Background: an optimization exercise with open tools, aiming at small area, a short achievable clock period and few clock cycles per item. Do not read the settings as production practice. At most, simulation tests tie the RTL to the original design; equivalence was not proved. No activity file was given, so power comes from the tool's default toggle rates.

== build 17 ==
==> flow/design.v <==
module proc_core_param #(
    parameter int DATA_W = 16,
    parameter int NREG   = 16,
    parameter int PC_W   = 8
) (
    input  logic                    clk,
    input  logic                    rst,
    input  logic                    run,
    output logic [PC_W-1:0]         imem_addr,
    input  logic [DATA_W-1:0]       imem_data,
    input  logic [$clog2(NREG)-1:0] dbg_sel,
    output logic [DATA_W-1:0]       dbg_data,
    output logic                    done,
    output logic                    halted,
    output logic                    zero_flag,
    output logic                    carry_flag,
    output logic                    illegal
);
    localparam int RA_W = $clog2(NREG);
    localparam logic [3:0] OP_NOP  = 4'd0;
    localparam logic [3:0] OP_LDI  = 4'd1;
    localparam logic [3:0] OP_MOV  = 4'd2;
    localparam logic [3:0] OP_ADD  = 4'd3;
    localparam logic [3:0] OP_SUB  = 4'd4;
    localparam logic [3:0] OP_JZ   = 4'd5;
    localparam logic [3:0] OP_HALT = 4'd6;
    logic [PC_W-1:0]              fa;
    logic                         dv;
    logic                         ir_v, ir_ldi, ir_mov, ir_add, ir_sub, ir_jz, ir_ill;
    logic [RA_W-1:0]              ir_rx;
    logic [DATA_W-1:0]            opa, opb, opa_d, opb_d;
    logic [NREG-1:0][DATA_W-1:0]  regs;
    logic [NREG-1:0]              valid, wrow;
    logic [3:0]                   d_op;
    logic [RA_W-1:0]              d_rx, d_ry;
    logic                         two_word, ex, first, d_halt, opa_zero, taken, go, we;
    logic [DATA_W-1:0]            wdata, rd_a, rd_b;
    logic [DATA_W:0]              s;
    assign d_op     = imem_data[DATA_W-1 -: 4];
    assign d_rx     = imem_data[DATA_W-5 -: RA_W];
    assign d_ry     = imem_data[DATA_W-5-RA_W -: RA_W];
    assign two_word = ir_ldi || ir_jz;
    assign ex       = ir_v && (!two_word || dv);
    assign first    = dv && !(ir_v && two_word);
    assign d_halt   = first && (d_op == OP_HALT);
    assign go       = run && !halted;
    assign we       = ex && (ir_ldi || ir_mov || ir_add || ir_sub);
    proc_core_param_zero16 u_z_opa (.x(opa), .y(opa_zero));
    assign taken     = ir_v && dv && ir_jz && opa_zero;
    assign imem_addr = taken ? imem_data[PC_W-1:0] : fa;
    logic [DATA_W-1:0] bx;
    assign bx    = opb ^ {DATA_W{ir_sub}};
    assign s     = {1'b0, opa} + {1'b0, bx} + {{DATA_W{1'b0}}, ir_sub};
    assign wdata = ir_ldi ? imem_data : ir_mov ? opb : s[DATA_W-1:0];
    logic [NREG-1:0]  dbg_oh, a_oh, b_oh;
    assign dbg_oh = ({{(NREG-1){1'b0}}, 1'b1} << dbg_sel) & valid;
    assign a_oh   = ({{(NREG-1){1'b0}}, 1'b1} << d_rx) & valid;
    assign b_oh   = ({{(NREG-1){1'b0}}, 1'b1} << d_ry) & valid;
    proc_core_param_rdmux_fast #(.N(NREG), .W(DATA_W)) u_rd_dbg (.oh(dbg_oh), .r(regs), .q(dbg_data));
    proc_core_param_rdmux_small #(.W(DATA_W)) u_rd_a   (.oh(a_oh),   .r(regs), .q(rd_a));
    proc_core_param_rdmux_small #(.W(DATA_W)) u_rd_b   (.oh(b_oh),   .r(regs), .q(rd_b));
    always_ff @(posedge clk or posedge rst) begin
        if (rst) begin
            fa     <= '0;
            dv     <= 1'b0;
            ir_v   <= 1'b0;
            ir_ldi <= 1'b0;
            ir_mov <= 1'b0;
            ir_add <= 1'b0;
            ir_sub <= 1'b0;
            ir_jz  <= 1'b0;
            ir_ill <= 1'b0;
            ir_rx  <= '0;
        end else if (go) begin
            dv <= 1'b1;
            fa <= imem_addr + 1'b1;
            if (first) begin
                ir_v   <= !d_halt;
                ir_ldi <= (d_op == OP_LDI);
                ir_mov <= (d_op == OP_MOV);
                ir_add <= (d_op == OP_ADD);
                ir_sub <= (d_op == OP_SUB);
                ir_jz  <= (d_op == OP_JZ);
                ir_ill <= (d_op > OP_HALT);
                ir_rx  <= d_rx;
            end else if (ex) begin
                ir_v <= 1'b0;
            end
        end else begin
            dv <= 1'b0;
            fa <= fa - {{(PC_W-1){1'b0}}, dv};
        end
    end
    assign opa_d = (we && ir_rx == d_rx) ? wdata : rd_a;
    assign opb_d = (we && ir_rx == d_ry) ? wdata : rd_b;
    always_ff @(posedge clk) begin
        if (go && first) begin
            opa <= opa_d;
            opb <= opb_d;
        end
    end
    assign wrow = (go && we) ? ({{(NREG-1){1'b0}}, 1'b1} << ir_rx) : '0;
    logic [NREG-1:0][DATA_W-1:0]  regs_d;
    logic [NREG-1:0]              nwrow;
    logic [DATA_W-1:0]            wdata_n;
    assign nwrow   = ~wrow;
    assign wdata_n = ~wdata;
    for (genvar i = 0; i < NREG; i++) begin : g_wrow
        for (genvar j = 0; j < DATA_W; j++) begin : g_wbit
            logic h;
            proc_core_param_nand2 u_h (.a(regs[i][j]), .b(nwrow[i]), .y(h));
            proc_core_param_o21ai u_d (.a1(wdata_n[j]), .a2(nwrow[i]), .b1(h), .y(regs_d[i][j]));
        end
    end
    always_ff @(posedge clk) regs <= regs_d;
    always_ff @(posedge clk or posedge rst) begin
        if (rst) valid <= '0;
        else     valid <= valid | wrow;
    end
    always_ff @(posedge clk or posedge rst) begin
        if (rst) begin
            done       <= 1'b0;
            halted     <= 1'b0;
            zero_flag  <= 1'b0;
            carry_flag <= 1'b0;
            illegal    <= 1'b0;
        end else begin
            done <= go && ex;
            if (go) begin
                if (d_halt) halted <= 1'b1;
                if (ex && (ir_add || ir_sub)) begin
                    zero_flag  <= (s[DATA_W-1:0] == '0);
                    carry_flag <= s[DATA_W] ^ ir_sub;
                end
                if (ex && ir_ill) illegal <= 1'b1;
            end
        end
    end
endmodule
module proc_core_param_rdmux_fast #(
    parameter int N = 16,
    parameter int W = 16
) (
    input  logic [N-1:0]   oh,
    input  logic [N*W-1:0] r,
    output logic [W-1:0]   q
);
    for (genvar j = 0; j < W; j++) begin : g_bit
        logic [3:0] t;
        logic [1:0] n;
        for (genvar m = 0; m < 4; m++) begin : g_q
            logic [3:0] col;
            for (genvar k = 0; k < 4; k++) begin : g_col
                assign col[k] = r[(4*m+k)*W + j];
            end
            proc_core_param_ao4 u_ao (.s(oh[4*m +: 4]), .d(col), .y(t[m]));
        end
        proc_core_param_nor2  u_n0 (.a(t[0]), .b(t[1]), .y(n[0]));
        proc_core_param_nor2  u_n1 (.a(t[2]), .b(t[3]), .y(n[1]));
        proc_core_param_nand2 u_q  (.a(n[0]), .b(n[1]), .y(q[j]));
    end
endmodule
module proc_core_param_ao4 (
    input  logic [3:0] s,
    input  logic [3:0] d,
    output logic       y
);
    assign y = |(s & d);
endmodule
module proc_core_param_nor2 (
    input  logic a, b,
    output logic y
);
    assign y = ~(a | b);
endmodule
module proc_core_param_nand2 (
    input  logic a, b,
    output logic y
);
    assign y = ~(a & b);
endmodule
module proc_core_param_zero16 (
    input  logic [15:0] x,
    output logic        y
);
    assign y = ~|x;
endmodule
module proc_core_param_o21ai (
    input  logic a1, a2, b1,
    output logic y
);
    assign y = ~((a1 | a2) & b1);
endmodule
module proc_core_param_rdmux_small #(
    parameter int W = 16
) (
    input  logic [15:0]     oh,
    input  logic [16*W-1:0] r,
    output logic [W-1:0]    q
);
    for (genvar j = 0; j < W; j++) begin : g_bit
        logic [5:0] t;
        for (genvar m = 0; m < 5; m++) begin : g_aoi
            proc_core_param_aoi222 u_aoi (
                .a1(oh[3*m]),   .a2(r[(3*m)*W + j]),
                .b1(oh[3*m+1]), .b2(r[(3*m+1)*W + j]),
                .c1(oh[3*m+2]), .c2(r[(3*m+2)*W + j]), .y(t[m]));
        end
        proc_core_param_nand2 u_last (.a(oh[15]), .b(r[15*W + j]), .y(t[5]));
        proc_core_param_nand6 u_or (.a(t), .y(q[j]));
    end
endmodule
module proc_core_param_aoi222 (
    input  logic a1, a2, b1, b2, c1, c2,
    output logic y
);
    assign y = ~((a1 & a2) | (b1 & b2) | (c1 & c2));
endmodule
module proc_core_param_nand6 (
    input  logic [5:0] a,
    output logic       y
);
    assign y = ~&a;
endmodule
==> flow/config.mk <==
export PLATFORM = sky130hd
export DESIGN_NAME = proc_core_param
export DESIGN_NICKNAME = proc_core_param
export VERILOG_FILES = /design/flow/design.v
export SDC_FILE = /design/flow/constraint.sdc
export NUM_CORES = 4
export LEC_CHECK = 0
export CAP_MARGIN = 20
export CORE_MARGIN = 2
export CORE_UTILIZATION = 50
export CTS_CLUSTER_DIAMETER = 100
export CTS_CLUSTER_SIZE = 20
export SETUP_SLACK_MARGIN = 2.2
export SLEW_MARGIN = 20
export SYNTH_HIERARCHICAL = 1
export SYNTH_MINIMUM_KEEP_SIZE = 0
==> flow/constraint.sdc <==
create_clock -name core_clock -period 6.0 [get_ports {clk}]
set_input_delay 1.2000 -clock core_clock [delete_from_list [all_inputs] [get_ports {clk}]]
set_output_delay 1.2000 -clock core_clock [all_outputs]
set_load 0.01 [all_outputs]
standard.sh (not shown) runs the stock make flow with config.mk's settings and CLKGATE_MAP_FILE= SYNTH_SCRIPT=/design/flow/synth_recipe.tcl, a recipe that flattens the netlist after the stock synthesis.
==> flow/flow/run.sh <==
#!/bin/bash
# Standard layout; the port buffers are buf_4 cells instead of the default choice.
bash standard.sh "BUFFER_PORTS_ARGS=-buffer_cell sky130_fd_sc_hd__buf_4" finish > standard.log 2>&1
The following lists how trial 8 was set up differently from build 17:
--- a/flow/design.v
+++ b/flow/design.v
@@ -51,14 +51,16 @@
     logic [DATA_W-1:0] bx;
     assign bx    = opb ^ {DATA_W{ir_sub}};
     assign s     = {1'b0, opa} + {1'b0, bx} + {{DATA_W{1'b0}}, ir_sub};
     assign wdata = ir_ldi ? imem_data : ir_mov ? opb : s[DATA_W-1:0];
     logic [NREG-1:0]  dbg_oh, a_oh, b_oh;
-    assign dbg_oh = ({{(NREG-1){1'b0}}, 1'b1} << dbg_sel) & valid;
+    logic [NREG-1:0]  dbg_oh_hi;
+    proc_core_param_dec16 u_dec_dbg_lo (.sel(dbg_sel), .en(valid), .oh(dbg_oh));
+    proc_core_param_dec16 u_dec_dbg_hi (.sel(dbg_sel), .en(valid), .oh(dbg_oh_hi));
     assign a_oh   = ({{(NREG-1){1'b0}}, 1'b1} << d_rx) & valid;
     assign b_oh   = ({{(NREG-1){1'b0}}, 1'b1} << d_ry) & valid;
-    proc_core_param_rdmux_fast #(.N(NREG), .W(DATA_W)) u_rd_dbg (.oh(dbg_oh), .r(regs), .q(dbg_data));
+    proc_core_param_rdmux_fast #(.N(NREG), .W(DATA_W)) u_rd_dbg (.oh_lo(dbg_oh), .oh_hi(dbg_oh_hi), .r(regs), .q(dbg_data));
     proc_core_param_rdmux_small #(.W(DATA_W)) u_rd_a   (.oh(a_oh),   .r(regs), .q(rd_a));
     proc_core_param_rdmux_small #(.W(DATA_W)) u_rd_b   (.oh(b_oh),   .r(regs), .q(rd_b));
     always_ff @(posedge clk or posedge rst) begin
         if (rst) begin
             fa     <= '0;
@@ -139,16 +141,19 @@
 endmodule
 module proc_core_param_rdmux_fast #(
     parameter int N = 16,
     parameter int W = 16
 ) (
-    input  logic [N-1:0]   oh,
+    input  logic [N-1:0]   oh_lo,
+    input  logic [N-1:0]   oh_hi,
     input  logic [N*W-1:0] r,
     output logic [W-1:0]   q
 );
     for (genvar j = 0; j < W; j++) begin : g_bit
+        logic [N-1:0] oh;
         logic [3:0] t;
+        assign oh = (j < W / 2) ? oh_lo : oh_hi;
         logic [1:0] n;
         for (genvar m = 0; m < 4; m++) begin : g_q
             logic [3:0] col;
             for (genvar k = 0; k < 4; k++) begin : g_col
                 assign col[k] = r[(4*m+k)*W + j];
@@ -181,11 +186,25 @@
 endmodule
 module proc_core_param_zero16 (
     input  logic [15:0] x,
     output logic        y
 );
-    assign y = ~|x;
+    logic [7:0] n1;
+    logic [3:0] n2;
+    logic [1:0] n3;
+    logic       nz;
+    for (genvar i = 0; i < 8; i++) begin : g_l1
+        proc_core_param_nor2 u (.a(x[2*i]), .b(x[2*i+1]), .y(n1[i]));
+    end
+    for (genvar i = 0; i < 4; i++) begin : g_l2
+        proc_core_param_nand2 u (.a(n1[2*i]), .b(n1[2*i+1]), .y(n2[i]));
+    end
+    for (genvar i = 0; i < 2; i++) begin : g_l3
+        proc_core_param_nor2 u (.a(n2[2*i]), .b(n2[2*i+1]), .y(n3[i]));
+    end
+    proc_core_param_nand2 u_l4 (.a(n3[0]), .b(n3[1]), .y(nz));
+    assign y = ~nz;
 endmodule
 module proc_core_param_o21ai (
     input  logic a1, a2, b1,
     output logic y
 );
@@ -220,5 +239,12 @@
     input  logic [5:0] a,
     output logic       y
 );
     assign y = ~&a;
 endmodule
+module proc_core_param_dec16 (
+    input  logic [3:0]  sel,
+    input  logic [15:0] en,
+    output logic [15:0] oh
+);
+    assign oh = (16'd1 << sel) & en;
+endmodule
==> notes.md <==
NOTE routed wire length build 17->trial 8 decreased by a few percent
Sort trial 8 and build 17 by detailed-routing iteration count for the pre-antenna-repair pass, ascending, and build 17 comes first.
Setup slack in trial 8 is smaller than in build 17.
There was hardly any difference in power after layout between trial 8 and build 17.
Core utilization: trial 8 lower than build 17
Trial 8 vs build 17: cell area down in trial 8
| mux contribution to synthesized area | trial 8 vs build 17 | ≈ equal |
Testbench counts of trial 8, summed over its fixed seeds: cycles 21,661, instrs 15,299.
Function not checked in build 17: the RTL went through the layout flow alone.

========
Another version of the RTL of proc_core_param (not shown whole).
Size: ~1600 cells after synthesis.
==> module proc_core_param, before the edit <==
module proc_core_param #(
    parameter int DATA_W = 16,
    parameter int NREG   = 16,
    parameter int PC_W   = 8
) (
    input  logic                    clk,
    input  logic                    rst,
    input  logic                    run,
    output logic [PC_W-1:0]         imem_addr,
    input  logic [DATA_W-1:0]       imem_data,
    input  logic [$clog2(NREG)-1:0] dbg_sel,
    output logic [DATA_W-1:0]       dbg_data,
    output logic                    done,
    output logic                    halted,
    output logic                    zero_flag,
    output logic                    carry_flag,
    output logic                    illegal
);
    localparam int RA_W = $clog2(NREG);
    localparam logic [3:0] OP_NOP  = 4'd0;
    localparam logic [3:0] OP_LDI  = 4'd1;
    localparam logic [3:0] OP_MOV  = 4'd2;
    localparam logic [3:0] OP_ADD  = 4'd3;
    localparam logic [3:0] OP_SUB  = 4'd4;
    localparam logic [3:0] OP_JZ   = 4'd5;
    localparam logic [3:0] OP_HALT = 4'd6;
    logic [PC_W-1:0]              fa;
    logic                         dv;
    logic                         ir_v;
    logic [3:0]                   ir_op;
    logic [RA_W-1:0]              ir_rx;
    logic [DATA_W-1:0]            opa, opb;
    logic [NREG-1:0][DATA_W-1:0]  regs;
    logic [3:0]                   d_op;
    logic [RA_W-1:0]              d_rx, d_ry;
    logic                         two_word, ex, first, d_halt, taken, go, we;
    logic [DATA_W-1:0]            wdata;
    logic [DATA_W:0]              s;
    logic                         sub;
    assign d_op     = imem_data[DATA_W-1 -: 4];
    assign d_rx     = imem_data[DATA_W-5 -: RA_W];
    assign d_ry     = imem_data[DATA_W-5-RA_W -: RA_W];
    assign two_word = (ir_op == OP_LDI) || (ir_op == OP_JZ);
    assign ex       = ir_v && (!two_word || dv);
    assign first    = dv && !(ir_v && two_word);
    assign d_halt   = first && (d_op == OP_HALT);
    assign go       = run && !halted;
    assign we       = ex && (ir_op == OP_LDI || ir_op == OP_MOV || ir_op == OP_ADD || ir_op == OP_SUB);
    assign taken     = ir_v && dv && (ir_op == OP_JZ) && (opa == '0);
    assign imem_addr = taken ? imem_data[PC_W-1:0] : fa;
    logic [DATA_W-1:0] bx, ag, ap, cg, cp;
    assign sub = (ir_op == OP_SUB);
    always_comb begin
        bx = opb ^ {DATA_W{sub}};
        ag = opa & bx;
        ap = opa ^ bx;
        cg = ag;
        cp = ap;
        cg[0] = ag[0] | (ap[0] & sub);
        for (int d = 1; d < DATA_W; d = d * 2)
            for (int i = DATA_W - 1; i >= d; i--) begin
                cg[i] = cg[i] | (cp[i] & cg[i-d]);
                cp[i] = cp[i] & cp[i-d];
            end
    end
    assign s     = {cg[DATA_W-1], ap ^ {cg[DATA_W-2:0], sub}};
    assign wdata = (ir_op == OP_LDI) ? imem_data : (ir_op == OP_MOV) ? opb : s[DATA_W-1:0];
    assign dbg_data = regs[dbg_sel];
    always_ff @(posedge clk or posedge rst) begin
        if (rst) begin
            fa    <= '0;
            dv    <= 1'b0;
            ir_v  <= 1'b0;
            ir_op <= '0;
            ir_rx <= '0;
        end else if (go) begin
            dv <= 1'b1;
            fa <= imem_addr + 1'b1;
            if (first) begin
                ir_v  <= !d_halt;
                ir_op <= d_op;
                ir_rx <= d_rx;
            end else if (ex) begin
                ir_v <= 1'b0;
            end
        end else begin
            dv <= 1'b0;
            fa <= fa - {{(PC_W-1){1'b0}}, dv};
        end
    end
    always_ff @(posedge clk) begin
        if (go && first) begin
            opa <= (we && ir_rx == d_rx) ? wdata : regs[d_rx];
            opb <= (we && ir_rx == d_ry) ? wdata : regs[d_ry];
        end
    end
    always_ff @(posedge clk or posedge rst) begin
        if (rst) begin
            regs       <= '0;
            done       <= 1'b0;
            halted     <= 1'b0;
            zero_flag  <= 1'b0;
            carry_flag <= 1'b0;
            illegal    <= 1'b0;
        end else begin
            done <= go && ex;
            if (go) begin
                if (d_halt) halted <= 1'b1;
                if (we) regs[ir_rx] <= wdata;
                if (ex) begin
                    case (ir_op)
                        OP_NOP, OP_LDI, OP_MOV, OP_JZ: ;
                        OP_ADD, OP_SUB: begin
                            zero_flag  <= (s[DATA_W-1:0] == '0);
                            carry_flag <= s[DATA_W] ^ sub;
                        end
                        default: illegal <= 1'b1;
                    endcase
                end
            end
        end
    end
endmodule
Settings: LEC_CHECK=0, CAP_MARGIN=20, CORE_MARGIN=2, CORE_UTILIZATION=50, SETUP_SLACK_MARGIN=2.5, SLEW_MARGIN=20; clock period 6.0 ns.
run.sh (not shown) runs the stock make flow with config.mk's settings and CLKGATE_MAP_FILE= SYNTH_SCRIPT=/design/flow/synth_recipe.tcl, a recipe that flattens the netlist after the stock synthesis.
Stock flow here: none of the scripts above is used.
==> next run, changes <==
==> flow/design.v (replaced) <==
module proc_core_param #(
    parameter int DATA_W = 16,
    parameter int NREG   = 16,
    parameter int PC_W   = 8
) (
    input  logic                    clk,
    input  logic                    rst,
    input  logic                    run,
    output logic [PC_W-1:0]         imem_addr,
    input  logic [DATA_W-1:0]       imem_data,
    input  logic [$clog2(NREG)-1:0] dbg_sel,
    output logic [DATA_W-1:0]       dbg_data,
    output logic                    done,
    output logic                    halted,
    output logic                    zero_flag,
    output logic                    carry_flag,
    output logic                    illegal
);
    localparam int RA_W = $clog2(NREG);
    localparam logic [3:0] OP_NOP  = 4'd0;
    localparam logic [3:0] OP_LDI  = 4'd1;
    localparam logic [3:0] OP_MOV  = 4'd2;
    localparam logic [3:0] OP_ADD  = 4'd3;
    localparam logic [3:0] OP_SUB  = 4'd4;
    localparam logic [3:0] OP_JZ   = 4'd5;
    localparam logic [3:0] OP_HALT = 4'd6;
    logic [PC_W-1:0]              fa;
    logic                         dv;
    logic                         ir_v;
    logic [3:0]                   ir_op;
    logic [RA_W-1:0]              ir_rx, ir_ry;
    logic [NREG-1:0][DATA_W-1:0]  regs;
    logic [3:0]                   d_op;
    logic                         two_word, ex, first, d_halt, taken, go;
    logic [DATA_W-1:0]            a, b, wdata;
    logic [DATA_W:0]              s;
    logic                         sub;
    assign d_op     = imem_data[DATA_W-1 -: 4];
    assign two_word = (ir_op == OP_LDI) || (ir_op == OP_JZ);
    assign ex       = ir_v && (!two_word || dv);
    assign first    = dv && !(ir_v && two_word);
    assign d_halt   = first && (d_op == OP_HALT);
    assign go       = run && !halted;
    assign a = regs[ir_rx];
    assign b = regs[ir_ry];
    assign taken     = ir_v && dv && (ir_op == OP_JZ) && (a == '0);
    assign imem_addr = taken ? imem_data[PC_W-1:0] : fa;
    assign sub   = (ir_op == OP_SUB);
    assign s     = {1'b0, a} + {1'b0, b ^ {DATA_W{sub}}} + {{DATA_W{1'b0}}, sub};
    assign wdata = (ir_op == OP_LDI) ? imem_data : (ir_op == OP_MOV) ? b : s[DATA_W-1:0];
    assign dbg_data = regs[dbg_sel];
    always_ff @(posedge clk or posedge rst) begin
        if (rst) begin
            fa    <= '0;
            dv    <= 1'b0;
            ir_v  <= 1'b0;
            ir_op <= '0;
            ir_rx <= '0;
            ir_ry <= '0;
        end else if (go) begin
            dv <= 1'b1;
            fa <= imem_addr + 1'b1;
            if (first) begin
                ir_v  <= !d_halt;
                ir_op <= d_op;
                ir_rx <= imem_data[DATA_W-5 -: RA_W];
                ir_ry <= imem_data[DATA_W-5-RA_W -: RA_W];
            end else if (ex) begin
                ir_v <= 1'b0;
            end
        end else begin
            dv <= 1'b0;
            fa <= fa - {{(PC_W-1){1'b0}}, dv};
        end
    end
    always_ff @(posedge clk or posedge rst) begin
        if (rst) begin
            regs       <= '0;
            done       <= 1'b0;
            halted     <= 1'b0;
            zero_flag  <= 1'b0;
            carry_flag <= 1'b0;
            illegal    <= 1'b0;
        end else begin
            done <= go && ex;
            if (go) begin
                if (d_halt) halted <= 1'b1;
                if (ex) begin
                    case (ir_op)
                        OP_NOP, OP_JZ: ;
                        OP_LDI, OP_MOV: regs[ir_rx] <= wdata;
                        OP_ADD, OP_SUB: begin
                            regs[ir_rx] <= wdata;
                            zero_flag   <= (s[DATA_W-1:0] == '0);
                            carry_flag  <= s[DATA_W] ^ sub;
                        end
                        default: illegal <= 1'b1;
                    endcase
                end
            end
        end
    end
endmodule
Result:
- The new run finished with timing, DRC and antenna clean
- wire length rises by 20%
- synthesized cell count falls by 0.45%
- register-to-register slack loses 1300 ps
- final area falls by 0.43%
- clock-buffer cell count does not change
- cell count falls by 1.3%
- sequential share of layout area falls by 3.4 points
- area after synthesis falls by 3.6%
- worst hold slack gains 3.2 ps
- die area falls by 3.5%
- via count rises by 8.9%
- utilization rises by 1.8 points
Testbench counts after the change, summed over its fixed seeds: cycles 21,661, instrs 15,299.
Function not checked in the first run of this note: the RTL went through the layout flow alone.

[static timing again, ports no longer ideal]
Ports are ideal in the flow. The routed layouts listed here were re-timed in OpenROAD. Step 1, drivers: a clkbuf_16 drives clk and a buf_2 each remaining input, both assumed. Step 2, shift: input delay + t, output delay - t, t = (earliest + latest rising clock arrival at the registers) / 2. This alone moves slack from input paths to output paths. a / b / c = ideal ports / drivers / drivers and shift; a / b = the first two.
run | shift t [ns] | setup slack, ns | slew at the worst register clock pin (ns)
build 17 | 0.599 | 2.158 / 2.134 / 1.783 | 0.09 / 0.09
trial 8 | 0.591 | 2.140 / 2.116 / 1.979 | 0.09 / 0.09
the first run of note 2 | 0.600 | 2.037 / 1.780 / 1.780 | 0.06 / 0.06
the second run of note 2 | 0.612 | 1.077 / 1.021 / 1.113 | 0.07 / 0.07
After both steps setup and hold are still met in every run listed. For build 17, which loses most, drivers alone change the setup slack by -0.024 ns; drivers and shift together by -0.375 ns.
